Background: an optimization exercise with open tools, aiming at small area. Do not read the settings as production practice. Only simulation tests tie the RTL to the original design; equivalence was not proved. The flow treats the clock pin as an ideal source, which a real chip does not have.

==> inputs of job 1776 <==
==> flow/design.v <==
package rmsn_pkg;
    localparam int MAX_LEN_DEF = 64;
    localparam int VAL_W       = 16;
    localparam int EPS_W       = 24;
    localparam logic [EPS_W-1:0] EPS_RESET = 24'd168;
    localparam int RING_W      = 33;
endpackage
module rmsn_mem #(
    parameter int DEPTH = rmsn_pkg::MAX_LEN_DEF,
    parameter int W     = 2 * rmsn_pkg::VAL_W
) (
    input  logic         clk,
    input  logic         wr_en,
    input  logic [W-1:0] wr_data,
    output logic [DEPTH-1:0][W-1:0] q
);
    logic [DEPTH-1:0][W-1:0] ring;
    always_ff @(posedge clk)
    begin
        ring[0] <= wr_en ? wr_data : ring[DEPTH-1];
        for (int i = 1; i < DEPTH; i++)
        begin
            ring[i] <= ring[i-1];
        end
    end
    assign q = ring;
endmodule
module rmsn_unit (
    input  logic a,
    input  logic b,
    input  logic ci,
    output logic s,
    output logic co
);
    assign s  = a ^ b ^ ci;
    assign co = (a & b) | (a & ci) | (b & ci);
endmodule
module rms_normalizer_top #(
    parameter int MAX_LEN = rmsn_pkg::MAX_LEN_DEF
) (
    input  logic        clk,
    input  logic        rst_n,
    input  logic        psel,
    input  logic        penable,
    input  logic        pwrite,
    input  logic [2:0]  paddr,
    input  logic [31:0] pwdata,
    output logic [31:0] prdata,
    output logic        pready,
    input  logic        in_valid,
    output logic        in_stall,
    input  logic signed [15:0] element_value,
    input  logic signed [15:0] gain_weight,
    input  logic        end_of_vector,
    output logic        out_valid,
    input  logic        out_stall,
    output logic signed [15:0] normalized_value,
    output logic        final_output,
    output logic        length_overflow
);
    localparam int RW = rmsn_pkg::RING_W;
    localparam int PW = 31;
    typedef enum logic [3:0] {
        S_COL = 4'd0,    
        S_IN  = 4'd1,    
        S_MD  = 4'd2,    
        S_EPS = 4'd3,    
        S_RS  = 4'd4,    
        S_OW  = 4'd5,    
        S_LD  = 4'd6,    
        S_M2  = 4'd7,    
        S_OV  = 4'd8     
    } state_t;
    state_t                     state;
    logic [5:0]                 ph;
    logic [5:0]                 ph_next;
    logic [6:0]                 cnt;
    logic                       ovf;
    logic [6:0]                 k;           
    logic [5:0]                 c;
    logic [5:0]                 u;
    logic                       lastf;
    logic                       xfirst;
    logic [rmsn_pkg::EPS_W-1:0] eps;
    logic                       take;
    logic                       kept;
    logic                       wr_p;
    logic                       pass_end;
    logic                       is_final;
    logic [63:0][PW-1:0]        ring;
    assign pass_end = (c == 6'd32);
    assign ph_next  = ph + 6'd1;
    assign is_final = (k == cnt);
    assign pready = 1'b1;
    assign prdata = paddr[2] ? 32'd0 : {8'd0, eps};
    assign in_stall = !((state == S_COL) && (cnt[6] || (ph == cnt[5:0])));
    assign take     = in_valid && !in_stall;
    assign kept     = take && !cnt[6];
    logic [RW-1:0] xr;       
    logic [RW-1:0] rr;       
    logic [RW-1:0] r2;       
    logic [RW-1:0] qr;       
    assign wr_p = (state == S_IN) && (u == 6'd31) && (c == 6'd0);
    rmsn_mem #(
        .DEPTH (MAX_LEN),
        .W     (PW)
    ) u_mem (
        .clk     (clk),
        .wr_en   (wr_p),
        .wr_data (xr[PW-1:0]),
        .q       (ring)
    );
    logic [PW-1:0] pdiag;
    logic          pd;
    logic          pz;       
    logic          psgn;     
    for (genvar gi = 0; gi < PW; gi++)
    begin : g_diag
        assign pdiag[gi] = ring[gi+1][gi];
    end
    assign pd = pdiag[5'(c - 6'd1)];
    always_ff @(posedge clk)
    begin
        if (state == S_LD)
        begin
            if (c <= 6'd30)
                pz <= ((c == 6'd1) || pz) && !pd;
            if (c == 6'd31)
                psgn <= pd && !pz;
        end
    end
    logic          cx, cr, cr2;
    logic          rd, rd2, r2d1, r2d2, qd1, qd2, qd3, xd1, xd2;
    logic          xsgn;
    logic [3:0]    shi;      
    logic          bflop, qa, qb, pend, vz;
    logic [2:0]    bw;       
    logic [2:0]    nb;       
    logic [1:0]    pp;       
    logic          pprev;
    logic in_m1a, in_cpy, in_m1b, in_add, in_m1;
    assign in_m1a = (state == S_IN) && (u <= 6'd7);
    assign in_cpy = (state == S_IN) && (u == 6'd8);
    assign in_m1b = (state == S_IN) && (u >= 6'd9) && (u <= 6'd16);
    assign in_add = (state == S_IN) && (u == 6'd17);
    assign in_m1  = in_m1a || in_m1b;
    logic b1_one, b1_two, b1_neg, b2_one, b2_two, b2_neg;
    assign b1_one = bw[1] ^ bw[0];
    assign b1_two = (bw == 3'b100) || (bw == 3'b011);
    assign b1_neg = bw[2];
    assign b2_one = pp[0] ^ pprev;
    assign b2_two = ((pp == 2'b10) && !pprev) || ((pp == 2'b01) && pprev);
    assign b2_neg = pp[1];
    logic mc0, mc1;
    assign mc0 = (c >= 6'd16) ? xsgn : r2[0];
    assign mc1 = (c >= 6'd17) ? xsgn : (r2d1 && (c != 6'd0));
    logic [6:0] tcap;
    assign tcap = 7'(c) + {u, 1'b0};
    logic x_a, x_b, x_ci, x_s, x_co, x_in;
    logic epsbit;
    always_comb
    begin
        epsbit = (c < 6'd24) ? eps[c[4:0]] : 1'b0;
        x_a    = qr[0] && !(in_add && xfirst);
        x_b    = (state == S_EPS) ? epsbit : rr[0];
        x_ci   = (c == 6'd0) ? 1'b0 : cx;
        x_s    = x_a ^ x_b ^ x_ci;
        x_co   = (x_a & x_b) | (x_a & x_ci) | (x_b & x_ci);
        if (state == S_EPS)
            x_in = x_s;
        else if (in_m1a)
            x_in = (c >= 6'd2) && xd2;
        else if (in_cpy)
            x_in = rr[0];
        else
            x_in = xr[0];
    end
    logic r_first, r_a, r_sub, r_d, r_b, r_ci, r_s, r_co, nbit, r_step, r_in;
    always_comb
    begin
        nbit    = (c < 6'd7) ? cnt[c[2:0]] : 1'b0;
        r_step  = ((state == S_MD) && (u >= 6'd1) && (u <= 6'd37)) || ((state == S_RS) && (u <= 6'd60));
        if (in_m1)
        begin
            r_first = (u == 6'd0) || (u == 6'd9);
            r_a     = (c >= 6'd2) && rd2 && !r_first;
            r_sub   = b1_neg;
            r_d     = b1_one ? mc0 : (b1_two && mc1);
        end
        else
        begin
            r_first = (state == S_MD) ? (u == 6'd1) : (u == 6'd0);
            r_a     = (c == 6'd0) ? ((state == S_MD) ? bflop : (u == 6'd0)) : (rd && !r_first);
            r_sub   = r_first || qb;
            r_d     = (state == S_MD) ? nbit : (xr[0] || ((c == 6'd0) && vz));
        end
        r_b     = r_d ^ r_sub;
        r_ci    = (c == 6'd0) ? r_sub : cr;
        r_s     = r_a ^ r_b ^ r_ci;
        r_co    = (r_a & r_b) | (r_a & r_ci) | (r_b & r_ci);
        if (state == S_LD)
            r_in = (c <= 6'd31) ? pd : psgn;
        else if (state == S_M2)
            r_in = (c <= 6'd30) ? rr[2] : ((c == 6'd31) ? rr[1] : rr[0]);
        else
            r_in = r_s;
    end
    logic sq_act, sq_first, pos2e, a2, o2, b2, ci2, s2, co2, q_en, q_in, r2_en, r2_in;
    always_comb
    begin
        sq_act   = (state == S_RS) && u[0];
        sq_first = (u == 6'd1);
        pos2e    = sq_first || pend;
        if (state == S_M2)
        begin
            if (u == 6'd0)
                a2 = psgn ? (c < 6'd29) : (c == 6'd29);
            else if (c <= 6'd30)
                a2 = r2[2];
            else if (c == 6'd31)
                a2 = r2[1];
            else
                a2 = r2[0];
            o2  = b2_one ? qr[0] : (b2_two && qd1 && (c != 6'd0));
            b2  = o2 ^ b2_neg;
            ci2 = (c == 6'd0) ? b2_neg : cr2;
        end
        else
        begin
            if (c == 6'd0)
            begin
                a2 = qb;
                o2 = 1'b1;
            end
            else if (c == 6'd1)
            begin
                a2 = qa;
                o2 = !pos2e;
            end
            else if (c == 6'd2)
            begin
                a2 = r2d2 && !sq_first;
                o2 = pend && !sq_first;
            end
            else
            begin
                a2 = r2d2 && !sq_first;
                o2 = qd3 && !sq_first;
            end
            b2  = o2 ^ pos2e;
            ci2 = (c == 6'd0) ? pos2e : cr2;
        end
        s2    = a2 ^ b2 ^ ci2;
        co2   = (a2 & b2) | (a2 & ci2) | (b2 & ci2);
        r2_in = (state == S_IN) ? r2[0] : s2;
        r2_en = sq_act || (state == S_M2) || (state == S_IN);
        if (state == S_RS)
            q_in = ((c == 6'd0) ? pend : qd1) && !sq_first;
        else if (in_add)
            q_in = x_s;
        else if (state == S_MD)
            q_in = (c == 6'd0) ? qb : qd1;
        else
            q_in = qr[0];
        q_en  = ((state == S_RS) && (u[0] || (u == 6'd62))) || (state == S_M2)
            || in_add || ((state == S_MD) && (u >= 6'd4)) || (state == S_EPS);
    end
    always_ff @(posedge clk)
    begin
        xr <= {x_in, xr[RW-1:1]};
        if (kept)
            xr[15:0] <= gain_weight;
        if (r2_en)
            r2 <= {r2_in, r2[RW-1:1]};
        if (kept)
            r2[15:0] <= element_value;
        if (kept)
        begin
            xsgn <= element_value[15];
            bw   <= gain_weight[15:13];
        end
        else if (in_m1a && pass_end)
            bw <= xr[16:14];
        else if ((state == S_IN) && (u >= 6'd8) && (u <= 6'd15) && pass_end)
            bw <= nb;
        if ((state == S_IN) && pass_end)
            nb <= 3'd0;
        else if ((tcap >= 7'd29) && (tcap <= 7'd31))
            nb <= {r2[0], nb[2:1]};
        cx   <= x_co;
        xd1  <= xr[0];
        xd2  <= xd1;
        rr   <= {r_in, rr[RW-1:1]};
        cr   <= r_co;
        rd   <= rr[0];
        rd2  <= rd;
        cr2  <= co2;
        r2d1 <= r2[0];
        r2d2 <= r2d1;
        if (q_en)
            qr <= {q_in, qr[RW-1:1]};
        qd1  <= qr[0];
        qd2  <= qd1;
        qd3  <= qd2;
        if (state == S_EPS)
            vz <= ((c == 6'd0) ? 1'b1 : vz) && !x_s;
        if ((state == S_MD) && pass_end)
            bflop <= (u >= 6'd4) ? qr[0] : shi[2'd3 - u[1:0]];
        if (in_add && pass_end)
            shi <= (xfirst ? 4'd0 : shi) + 4'(x_co);
        if (state == S_EPS)
            qb <= 1'b0;
        else if (r_step && pass_end)
        begin
            qa <= qb;
            qb <= !r_s;
        end
        if (sq_act && pass_end)
            pend <= !s2;
        if (((state == S_LD) && (c == 6'd33)) || ((state == S_M2) && pass_end))
        begin
            pp    <= rr[2:1];
            pprev <= (state == S_M2) && pp[1];
        end
    end
    logic inrange;
    assign inrange          = (r2[RW-1:15] == '0) || (r2[RW-1:15] == '1);
    assign out_valid        = (state == S_OV);
    assign normalized_value = inrange ? r2[15:0] : (r2[RW-1] ? 16'h8000 : 16'h7fff);
    assign final_output     = is_final;
    assign length_overflow  = ovf;
    always_ff @(posedge clk)
    begin
        if (take || ((state == S_OW) && (ph_next == k[5:0])) || ((state == S_LD) && (c == 6'd33)) || wr_p)
            c <= '0;
        else if (state == S_LD)
            c <= c + 6'd1;
        else
            c <= pass_end ? 6'd0 : c + 6'd1;
        if (take || ((state == S_LD) && (c == 6'd33)) || wr_p
            || (pass_end && (state == S_EPS)))
            u <= '0;
        else if (pass_end)
            u <= u + 6'd1;
        if ((state == S_RS) && pass_end && (u == 6'd62))
            k <= 7'd1;
        else if ((state == S_OV) && !out_stall)
            k <= k + 7'd1;
        if (kept)
        begin
            lastf  <= end_of_vector;
            xfirst <= (cnt == 7'd0);
        end
    end
    always_ff @(posedge clk or negedge rst_n)
    begin
        if (!rst_n)
        begin
            state <= S_COL;
            ph    <= '0;
            cnt   <= '0;
            ovf   <= 1'b0;
            eps   <= rmsn_pkg::EPS_RESET;
        end
        else
        begin
            ph <= ph_next;
            if (psel && penable && pwrite && !paddr[2])
                eps <= pwdata[rmsn_pkg::EPS_W-1:0];
            case (state)
                S_COL:
                begin
                    if (take)
                    begin
                        if (cnt[6])
                        begin
                            ovf <= 1'b1;
                            if (end_of_vector)
                                state <= S_MD;
                        end
                        else
                        begin
                            cnt   <= cnt + 7'd1;
                            state <= S_IN;
                        end
                    end
                end
                S_IN:
                begin
                    if (wr_p)
                        state <= lastf ? S_MD : S_COL;
                end
                S_MD:
                begin
                    if (pass_end && (u == 6'd38))
                        state <= S_EPS;
                end
                S_EPS:
                begin
                    if (pass_end)
                        state <= S_RS;
                end
                S_RS:
                begin
                    if (pass_end && (u == 6'd62))
                        state <= S_OW;
                end
                S_OW:
                begin
                    if (ph_next == k[5:0])
                        state <= S_LD;
                end
                S_LD:
                begin
                    if (c == 6'd33)
                        state <= S_M2;
                end
                S_M2:
                begin
                    if (pass_end && (u == 6'd15))
                        state <= S_OV;
                end
                S_OV:
                begin
                    if (!out_stall)
                    begin
                        if (is_final)
                        begin
                            state <= S_COL;
                            cnt   <= '0;
                            ovf   <= 1'b0;
                        end
                        else
                        begin
                            state <= S_OW;
                        end
                    end
                end
                default:
                begin
                    state <= S_COL;
                end
            endcase
        end
    end
endmodule
==> flow/flow/run.sh <==
#!/bin/bash
# Standard ORFS flow; only the clock tree (no dummy loads) and the port
# buffer cell are chosen here. Tool output goes to flow_make.log.
set -euo pipefail
export CTS_ARGS="-sink_clustering_enable -repair_clock_nets -dont_use_dummy_load -buf_list sky130_fd_sc_hd__clkbuf_16 -sink_clustering_size 32 -sink_clustering_max_diameter 80"
export BUFFER_PORTS_ARGS="-buffer_cell sky130_fd_sc_hd__buf_1"
bash standard.sh > flow_make.log 2>&1
==> flow/standard.sh <==
#!/bin/bash
# synth_recipe.tcl (not shown) runs the flow's synth.tcl, then flattens the netlist and writes it again
# the make line also repeats each setting of config.mk as NAME=value (left out here)
make -C /OpenROAD-flow-scripts/flow DESIGN_CONFIG=/design/flow/config.mk WORK_HOME=/design/flow/orfs CLKGATE_MAP_FILE= SYNTH_SCRIPT=/design/flow/synth_recipe.tcl "${@:-finish}"
==> flow/config.mk <==
export PLATFORM = sky130hd
export DESIGN_NAME = rms_normalizer_top
export DESIGN_NICKNAME = rms_normalizer_top
export VERILOG_FILES = /design/flow/design.v
export SDC_FILE = /design/flow/constraint.sdc
export NUM_CORES = 4
export LEC_CHECK = 0
export CAP_MARGIN = 20
export CORE_MARGIN = 2
export CORE_UTILIZATION = 40
export CTS_BUF_LIST = sky130_fd_sc_hd__clkbuf_16
export CTS_CLUSTER_DIAMETER = 60
export CTS_CLUSTER_SIZE = 35
export SLEW_MARGIN = 20
==> flow/constraint.sdc <==
create_clock -name core_clock -period 10.0 [get_ports {clk}]
set_input_delay 2.0000 -clock core_clock [delete_from_list [all_inputs] [get_ports {clk}]]
set_output_delay 2.0000 -clock core_clock [all_outputs]
set_load 0.01 [all_outputs]
==> job 6354 (differences from job 1776) <==
--- a/flow/design.v
+++ b/flow/design.v
@@ -4,5 +4,5 @@
     localparam int EPS_W       = 24;
     localparam logic [EPS_W-1:0] EPS_RESET = 24'd168;
-    localparam int RING_W      = 33;
+    localparam int RING_W      = 37;
 endpackage
 module rmsn_mem #(
@@ -89,5 +89,5 @@
     logic                       is_final;
     logic [63:0][PW-1:0]        ring;
-    assign pass_end = (c == 6'd32);
+    assign pass_end = (c == 6'd36);
     assign ph_next  = ph + 6'd1;
     assign is_final = (k == cnt);
@@ -101,5 +101,5 @@
     logic [RW-1:0] r2;       
     logic [RW-1:0] qr;       
-    assign wr_p = (state == S_IN) && (u == 6'd31) && (c == 6'd0);
+    assign wr_p = (state == S_IN) && (u == 6'd19) && (c == 6'd0);
     rmsn_mem #(
         .DEPTH (MAX_LEN),
@@ -133,5 +133,4 @@
     logic          rd, rd2, r2d1, r2d2, qd1, qd2, qd3, xd1, xd2;
     logic          xsgn;
-    logic [3:0]    shi;      
     logic          bflop, qa, qb, pend, vz;
     logic [2:0]    bw;       
@@ -202,5 +201,5 @@
             r_in = (c <= 6'd31) ? pd : psgn;
         else if (state == S_M2)
-            r_in = (c <= 6'd30) ? rr[2] : ((c == 6'd31) ? rr[1] : rr[0]);
+            r_in = (c <= 6'd34) ? rr[2] : ((c == 6'd35) ? rr[1] : rr[0]);
         else
             r_in = r_s;
@@ -216,7 +215,7 @@
             if (u == 6'd0)
                 a2 = psgn ? (c < 6'd29) : (c == 6'd29);
-            else if (c <= 6'd30)
+            else if (c <= 6'd34)
                 a2 = r2[2];
-            else if (c == 6'd31)
+            else if (c == 6'd35)
                 a2 = r2[1];
             else
@@ -264,5 +263,5 @@
             q_in = qr[0];
         q_en  = ((state == S_RS) && (u[0] || (u == 6'd62))) || (state == S_M2)
-            || in_add || ((state == S_MD) && (u >= 6'd4)) || (state == S_EPS);
+            || in_add || (state == S_MD) || (state == S_EPS);
     end
     always_ff @(posedge clk)
@@ -306,7 +305,5 @@
             vz <= ((c == 6'd0) ? 1'b1 : vz) && !x_s;
         if ((state == S_MD) && pass_end)
-            bflop <= (u >= 6'd4) ? qr[0] : shi[2'd3 - u[1:0]];
-        if (in_add && pass_end)
-            shi <= (xfirst ? 4'd0 : shi) + 4'(x_co);
+            bflop <= qr[0];
         if (state == S_EPS)
             qb <= 1'b0;
@@ -318,5 +315,5 @@
         if (sq_act && pass_end)
             pend <= !s2;
-        if (((state == S_LD) && (c == 6'd33)) || ((state == S_M2) && pass_end))
+        if (((state == S_LD) && (c == 6'd37)) || ((state == S_M2) && pass_end))
         begin
             pp    <= rr[2:1];
@@ -332,5 +329,5 @@
     always_ff @(posedge clk)
     begin
-        if (take || ((state == S_OW) && (ph_next == k[5:0])) || ((state == S_LD) && (c == 6'd33)) || wr_p)
+        if (take || ((state == S_OW) && (ph_next == k[5:0])) || ((state == S_LD) && (c == 6'd37)) || wr_p)
             c <= '0;
         else if (state == S_LD)
@@ -338,5 +335,5 @@
         else
             c <= pass_end ? 6'd0 : c + 6'd1;
-        if (take || ((state == S_LD) && (c == 6'd33)) || wr_p
+        if (take || ((state == S_LD) && (c == 6'd37)) || wr_p
             || (pass_end && (state == S_EPS)))
             u <= '0;
@@ -413,5 +410,5 @@
                 S_LD:
                 begin
-                    if (c == 6'd33)
+                    if (c == 6'd37)
                         state <= S_M2;
                 end
==> flow/flow/run.sh (replaced) <==
#!/bin/bash
# Standard ORFS flow; only the clock tree (no dummy loads) and the port
# buffer cell are chosen here. Tool output goes to flow_make.log.
set -euo pipefail
export CTS_ARGS="-sink_clustering_enable -repair_clock_nets -dont_use_dummy_load -buf_list sky130_fd_sc_hd__clkbuf_16 -sink_clustering_size 35 -sink_clustering_max_diameter 80"
export BUFFER_PORTS_ARGS="-buffer_cell sky130_fd_sc_hd__buf_1"
bash standard.sh > flow_make.log 2>&1
==> job 4322 (differences from job 1776) <==
==> flow/flow/run.sh (replaced) <==
#!/bin/bash
# Standard ORFS flow; only the clock tree (no dummy loads) and the port
# buffer cell are chosen here. Tool output goes to flow_make.log.
set -euo pipefail
export CTS_ARGS="-sink_clustering_enable -repair_clock_nets -dont_use_dummy_load -buf_list sky130_fd_sc_hd__clkbuf_16 -sink_clustering_size 35 -sink_clustering_max_diameter 80"
export BUFFER_PORTS_ARGS="-buffer_cell sky130_fd_sc_hd__buf_1"
bash standard.sh > flow_make.log 2>&1
==> flow_summary.toml <==
[run_status]
outcome = "no timing/DRC/antenna violations"

[global_route]
grt_pass1_vias = 18600
grt_util_met3_pct = 1.90

[clock_tree]
clock_sinks = 2224

[placement]
pre_cts_slack_ps = 5060
placed_cell_area_um2 = 52900

[hold_path]
min-delay-start = "u_mem.ring[247]"

[logic_synthesis]
syn_inst = 2909
[end of results for job 6354]
==> flow_summary.toml <==
[run_status]
outcome = "no timing/DRC/antenna violations"

[hold_path]
min-delay-start = "u_mem.ring[1543]"

[logic_synthesis]
syn_inst = 2910

[placement]
placed_cell_area_um2 = 52700
pre_cts_slack_ps = 5370

[global_route]
globalRouteTotalUtil_pct = 9.59
grt_pass1_vias = 18200
grt_util_met3_pct = 2.17
[end of results for job 4322]
==> flow_summary.toml <==
[run_status]
outcome = "no timing/DRC/antenna violations"

[hold_path]
min-delay-start = "u_mem.ring[1144]"

[placement]
placed_cell_area_um2 = 52700
pre_cts_slack_ps = 5370

[global_route]
grt_pass1_vias = 18200
grt_util_met3_pct = 2.12

[clock_tree]
clock_sinks = 2212

[finish]
antenna_cells = 1

[logic_synthesis]
syn_inst = 2910
[end of results for job 1776]

==> afterwards: timing with drivers on the ports <==
Ports are ideal in the flow. The routed layouts listed here were re-timed in OpenROAD. Step 1 sets driving cells, clkbuf_16 on the clock port and buf_2 on the other inputs (assumed; they add their load-dependent delay and slew). Step 2 also shifts input and output timing later by t, the mid clock arrival at the registers, as if the neighbouring blocks saw the same clock. Three values: ideal ports, drivers, drivers and shift; two values: the first two.
| run | t (ns) | setup WS [ns] | worst data-port slew with drivers (ns) |
|---|---|---|---|
| job 1776 | 0.709 | 4.849 / 4.782 / 5.342 | 0.11 |
| job 6354 | 0.719 | 4.769 / 4.700 / 5.010 | 0.06 |
| job 4322 | 0.712 | 4.855 / 4.789 / 5.346 | 0.11 |
After both steps setup and hold are still met in every run listed.
